Context: an optimization exercise on an open-source flow, tuned for small area and a short achievable clock period. The choices shown serve that exercise and are no tape-out recipe.
In this exercise RTL edits were held to simulation tests only and were not proved equivalent to the original.
No activity file was given, so power comes from the tool's default toggle rates.

==> flow/design.v <==
module leaf_stream_fifo #(
  parameter int WIDTH = 32
) (
  input  logic             clk,
  input  logic             ap_rst_n,
  input  logic             flush,
  input  logic             clr,         
  input  logic [WIDTH-1:0] wr_data,
  input  logic             wr_valid,
  output logic             wr_ready,
  output logic [WIDTH-1:0] rd_data,
  output logic             rd_valid,
  input  logic             rd_ready,
  output logic [4:0]       level,
  output logic             pop,
  output logic             valid_next
);
  logic [4:0]       count;
  logic             vld_q;     
  logic             rdy_q;     
  logic             two_q;     
  logic [WIDTH-1:0] head;
  logic [WIDTH-1:0] store [15];
  logic             push;
  logic             ld_in;
  logic             ld_st;
  logic             st_we;
  logic [4:0]       count_d;
  logic [WIDTH-1:0] st_out;
  logic [WIDTH-1:0] head_d;
  assign wr_ready = rdy_q & ~flush;
  assign rd_valid = vld_q;
  assign rd_data  = head;
  assign level    = count;
  assign push  = wr_valid & rdy_q & ~flush;
  assign pop   = vld_q & rd_ready & ~flush;
  assign ld_in = push & (~vld_q | (~two_q & pop));
  assign ld_st = pop & two_q;
  assign st_we = push & ~ld_in;
  always_comb begin
    st_out = '0;
    for (int k = 0; k < 15; k++) begin
      st_out = st_out | ({WIDTH{count == 5'(k + 2)}} & store[k]);
    end
  end
  assign head_d = two_q ? st_out : wr_data;
  always_comb begin
    count_d = count;
    if (flush)            count_d = '0;
    else if (push & ~pop) count_d = count + 5'd1;
    else if (pop & ~push) count_d = count - 5'd1;
  end
  assign valid_next = (count_d != 5'd0);
  always_ff @(posedge clk) begin
    if (ld_in | ld_st) head <= head_d;
  end
  always_ff @(posedge clk) begin
    if (st_we) store[0] <= wr_data;
  end
  for (genvar k = 1; k < 15; k++) begin : g_row
    always_ff @(posedge clk) begin
      if (st_we) store[k] <= store[k-1];
    end
  end
  always_ff @(posedge clk or negedge ap_rst_n) begin
    if (!ap_rst_n) begin
      count <= '0;
      vld_q <= 1'b0;
      rdy_q <= 1'b0;
    end else begin
      count <= count_d;
      vld_q <= (count_d != 5'd0);
      rdy_q <= (count_d != 5'd16);
    end
  end
  always_ff @(posedge clk) begin
    if (clr) begin
      two_q <= 1'b0;
    end else begin
      two_q <= (count_d > 5'd1);
    end
  end
endmodule
module leaf_stream_bridge #(
  parameter int NUM_IN_PORTS  = 2,
  parameter int NUM_OUT_PORTS = 2,
  parameter int PAYLOAD_BITS  = 32,
  parameter int FIFO_DEPTH    = 16,
  parameter int CNT_BITS      = $clog2(FIFO_DEPTH) + 1
) (
  input  logic                              clk,
  input  logic                              ap_rst_n,
  input  logic                              flush,
  input  logic [15:0]                       frame_len,
  input  logic [NUM_IN_PORTS*PAYLOAD_BITS-1:0]  dout_leaf_interface2user,
  input  logic [NUM_IN_PORTS-1:0]               vld_interface2user,
  output logic [NUM_IN_PORTS-1:0]               ack_user2interface,
  output logic [NUM_OUT_PORTS*PAYLOAD_BITS-1:0] din_leaf_user2interface,
  output logic [NUM_OUT_PORTS-1:0]              vld_user2interface,
  input  logic [NUM_OUT_PORTS-1:0]              ack_interface2user,
  output logic [NUM_IN_PORTS*PAYLOAD_BITS-1:0]  Input_TDATA,
  output logic [NUM_IN_PORTS-1:0]               Input_TVALID,
  output logic [NUM_IN_PORTS-1:0]               Input_TLAST,
  input  logic [NUM_IN_PORTS-1:0]               Input_TREADY,
  input  logic [NUM_OUT_PORTS*PAYLOAD_BITS-1:0] Output_TDATA,
  input  logic [NUM_OUT_PORTS-1:0]              Output_TVALID,
  output logic [NUM_OUT_PORTS-1:0]              Output_TREADY,
  output logic [NUM_IN_PORTS*CNT_BITS-1:0]  in_level,
  output logic [NUM_OUT_PORTS*CNT_BITS-1:0] out_level
);
  logic rst_done;
  logic clr;
  always_ff @(posedge clk or negedge ap_rst_n) begin
    if (!ap_rst_n) begin
      rst_done <= 1'b0;
    end else begin
      rst_done <= 1'b1;
    end
  end
  assign clr = flush | ~rst_done;
  for (genvar i = 0; i < NUM_IN_PORTS; i++) begin : g_in
    logic        pop;
    logic        valid_next;
    logic        tlast;
    logic [15:0] wnext;
    logic [15:0] wnext_d;
    logic        wnz_d;
    logic        en_d;
    logic [15:1] cmp_n;
    logic        cmp0_hi;
    logic        cmp0_lo;
    logic        match0;
    leaf_stream_fifo #(
      .WIDTH (PAYLOAD_BITS)
    ) u_fifo (
      .clk        (clk),
      .ap_rst_n   (ap_rst_n),
      .flush      (flush),
      .clr        (clr),
      .wr_data    (dout_leaf_interface2user[i*PAYLOAD_BITS +: PAYLOAD_BITS]),
      .wr_valid   (vld_interface2user[i]),
      .wr_ready   (ack_user2interface[i]),
      .rd_data    (Input_TDATA[i*PAYLOAD_BITS +: PAYLOAD_BITS]),
      .rd_valid   (Input_TVALID[i]),
      .rd_ready   (Input_TREADY[i]),
      .level      (in_level[i*CNT_BITS +: CNT_BITS]),
      .pop        (pop),
      .valid_next (valid_next)
    );
    assign match0 = frame_len[0] ? cmp0_hi : cmp0_lo;
    assign tlast  = match0 & ((frame_len[15:1] ^ cmp_n) == 15'h7fff);
    assign Input_TLAST[i] = tlast;
    always_comb begin
      wnext_d = wnext;
      if (clr)      wnext_d = 16'd1;
      else if (pop) wnext_d = tlast ? 16'd1 : wnext + 16'd1;
    end
    assign wnz_d = clr | (pop ? (tlast | ~(&wnext)) : (|wnext));
    assign en_d  = valid_next & wnz_d;
    always_ff @(posedge clk) begin
      wnext <= wnext_d;
      cmp_n <= ~wnext_d[15:1];
    end
    always_ff @(posedge clk or negedge ap_rst_n) begin
      if (!ap_rst_n) begin
        cmp0_hi <= 1'b0;
        cmp0_lo <= 1'b0;
      end else begin
        cmp0_hi <= en_d & wnext_d[0];
        cmp0_lo <= en_d & ~wnext_d[0];
      end
    end
  end
  for (genvar j = 0; j < NUM_OUT_PORTS; j++) begin : g_out
    logic pop;
    logic valid_next;
    leaf_stream_fifo #(
      .WIDTH (PAYLOAD_BITS)
    ) u_fifo (
      .clk        (clk),
      .ap_rst_n   (ap_rst_n),
      .flush      (flush),
      .clr        (clr),
      .wr_data    (Output_TDATA[j*PAYLOAD_BITS +: PAYLOAD_BITS]),
      .wr_valid   (Output_TVALID[j]),
      .wr_ready   (Output_TREADY[j]),
      .rd_data    (din_leaf_user2interface[j*PAYLOAD_BITS +: PAYLOAD_BITS]),
      .rd_valid   (vld_user2interface[j]),
      .rd_ready   (ack_interface2user[j]),
      .level      (out_level[j*CNT_BITS +: CNT_BITS]),
      .pop        (pop),
      .valid_next (valid_next)
    );
  end
endmodule
Settings: LEC_CHECK=0, CAP_MARGIN=20, CORE_MARGIN=2, CORE_UTILIZATION=66, SETUP_SLACK_MARGIN=1.8, SLEW_MARGIN=20; clock period 4.5 ns.
standard.sh (not shown) runs the stock make flow with config.mk's settings and CLKGATE_MAP_FILE= SYNTH_SCRIPT=/design/flow/synth_recipe.tcl, a recipe that flattens the netlist after the stock synthesis.
==> flow/flow/run.sh <==
#!/bin/bash
set -euo pipefail
cd "$(dirname "$0")/.."
export IO_CONSTRAINTS="$PWD/flow/io.tcl"
export BUFFER_PORTS_ARGS="-buffer_cell sky130_fd_sc_hd__buf_2"
bash standard.sh > standard_flow.log 2>&1
==> flow/flow/io.tcl <==
set_io_pin_constraint -group -order -pin_names {frame_len[0] frame_len[1] frame_len[2] frame_len[3] frame_len[4] frame_len[5] frame_len[6] frame_len[7] Input_TLAST[0] Input_TLAST[1] ack_user2interface[0] flush ack_user2interface[1] Output_TREADY[0] Output_TREADY[1] frame_len[8] frame_len[9] frame_len[10] frame_len[11] frame_len[12] frame_len[13] frame_len[14] frame_len[15]}
The first run produced a clean layout.
Change:
--- a/flow/config.mk
+++ b/flow/config.mk
@@ -8,5 +8,7 @@
 export CAP_MARGIN = 20
 export CORE_MARGIN = 2
-export CORE_UTILIZATION = 66
+export CORE_UTILIZATION = 60
+export CTS_CLUSTER_DIAMETER = 70
+export CTS_CLUSTER_SIZE = 25
 export SETUP_SLACK_MARGIN = 1.8
 export SLEW_MARGIN = 20
Outcome:
- The changed run produced a clean layout
- cell count goes up by 0.59%
- final area goes down by 1.6%
- power goes down by 7.6%
- hold slack improves by 0.040 ns
- clock skew goes up by 0.010 ns
- area after synthesis is unchanged
Change:
==> flow/flow/run.sh (replaced) <==
#!/bin/bash
set -euo pipefail
cd "$(dirname "$0")/.."
export IO_CONSTRAINTS="$PWD/flow/io.tcl"
export BUFFER_PORTS_ARGS="-buffer_cell sky130_fd_sc_hd__buf_1"
bash standard.sh > standard_flow.log 2>&1
--- a/flow/config.mk
+++ b/flow/config.mk
@@ -6,9 +6,9 @@
 export NUM_CORES = 4
 export LEC_CHECK = 0
-export CAP_MARGIN = 20
+export CAP_MARGIN = 10
 export CORE_MARGIN = 2
-export CORE_UTILIZATION = 60
+export CORE_UTILIZATION = 66
 export CTS_CLUSTER_DIAMETER = 70
 export CTS_CLUSTER_SIZE = 25
 export SETUP_SLACK_MARGIN = 1.8
-export SLEW_MARGIN = 20
+export SLEW_MARGIN = 10
Effect:
- combinational power went down by about 3%
- final cell count drops by 3.1%
- core utilization rises by 5.2 points
- via count fell by 0.99%
- clock power shrinks by about 10%
- sequential power stays flat
- sequential cell count is unchanged
- synthesized area is unchanged
- cell area is lower by 2.0%
- global-route usage grows by 1.9 points
Change:
==> flow/flow/run.sh (replaced) <==
#!/bin/bash
set -euo pipefail
cd "$(dirname "$0")/.."
export IO_CONSTRAINTS="$PWD/flow/io.tcl"
export BUFFER_PORTS_ARGS="-buffer_cell sky130_fd_sc_hd__buf_2"
bash standard.sh > standard_flow.log 2>&1
==> flow/config.mk (replaced) <==
export PLATFORM = sky130hd
export DESIGN_NAME = leaf_stream_bridge
export DESIGN_NICKNAME = leaf_stream_bridge
export VERILOG_FILES = /design/flow/design.v
export SDC_FILE = /design/flow/constraint.sdc
export NUM_CORES = 4
export LEC_CHECK = 0
export CAP_MARGIN = 20
export CORE_MARGIN = 2
export CORE_UTILIZATION = 60
export SETUP_SLACK_MARGIN = 1.8
export SLEW_MARGIN = 20
Routed wire length goes up by 4.2%.
Setup slack is worse by 0.055 ns.
Fmax goes down by about 1.9%.
Power goes up by 13%.
Synthesized cell count is unchanged.
Final area goes up by about 4.3%.
Count of clock-buffer cells in the layout goes up by 140.
Non-clock buffer count goes up by 13.

## re-timing with driven ports
No port has a modelled driver above. Below, the same layouts with a new extraction and two added sets of constraints.
Step 1: set_driving_cell puts a clkbuf_16 on clk and a buf_2 on each other input, an assumption about the parent block.
Step 2 moves the port delays by t, midway between the first and last clock arrival at a register: inputs arrive t later, outputs are due t later. That takes back most of the time a late clock gives input paths.
a / b / c = ideal / step 1 / step 2; a / b = the first two.
run | t, ns | slack for setup (ns) | worst setup path at the end | worst data-port slew with drivers (ns)
the first run | 0.891 | 1.568 / 1.494 / 1.250 | input to register | 0.20
the second run | 0.849 | 1.488 / 1.408 / 0.841 | input to register | 0.20
the third run | 0.803 | 1.622 / 1.548 / 1.090 | input to register | 0.19
the fourth run | 0.865 | 1.567 / 1.494 / 0.987 | input to register | 0.20
After both steps setup and hold are still met in every run listed. For the second run, which loses most, drivers alone change the setup slack by -0.080 ns; drivers and shift together by -0.647 ns.
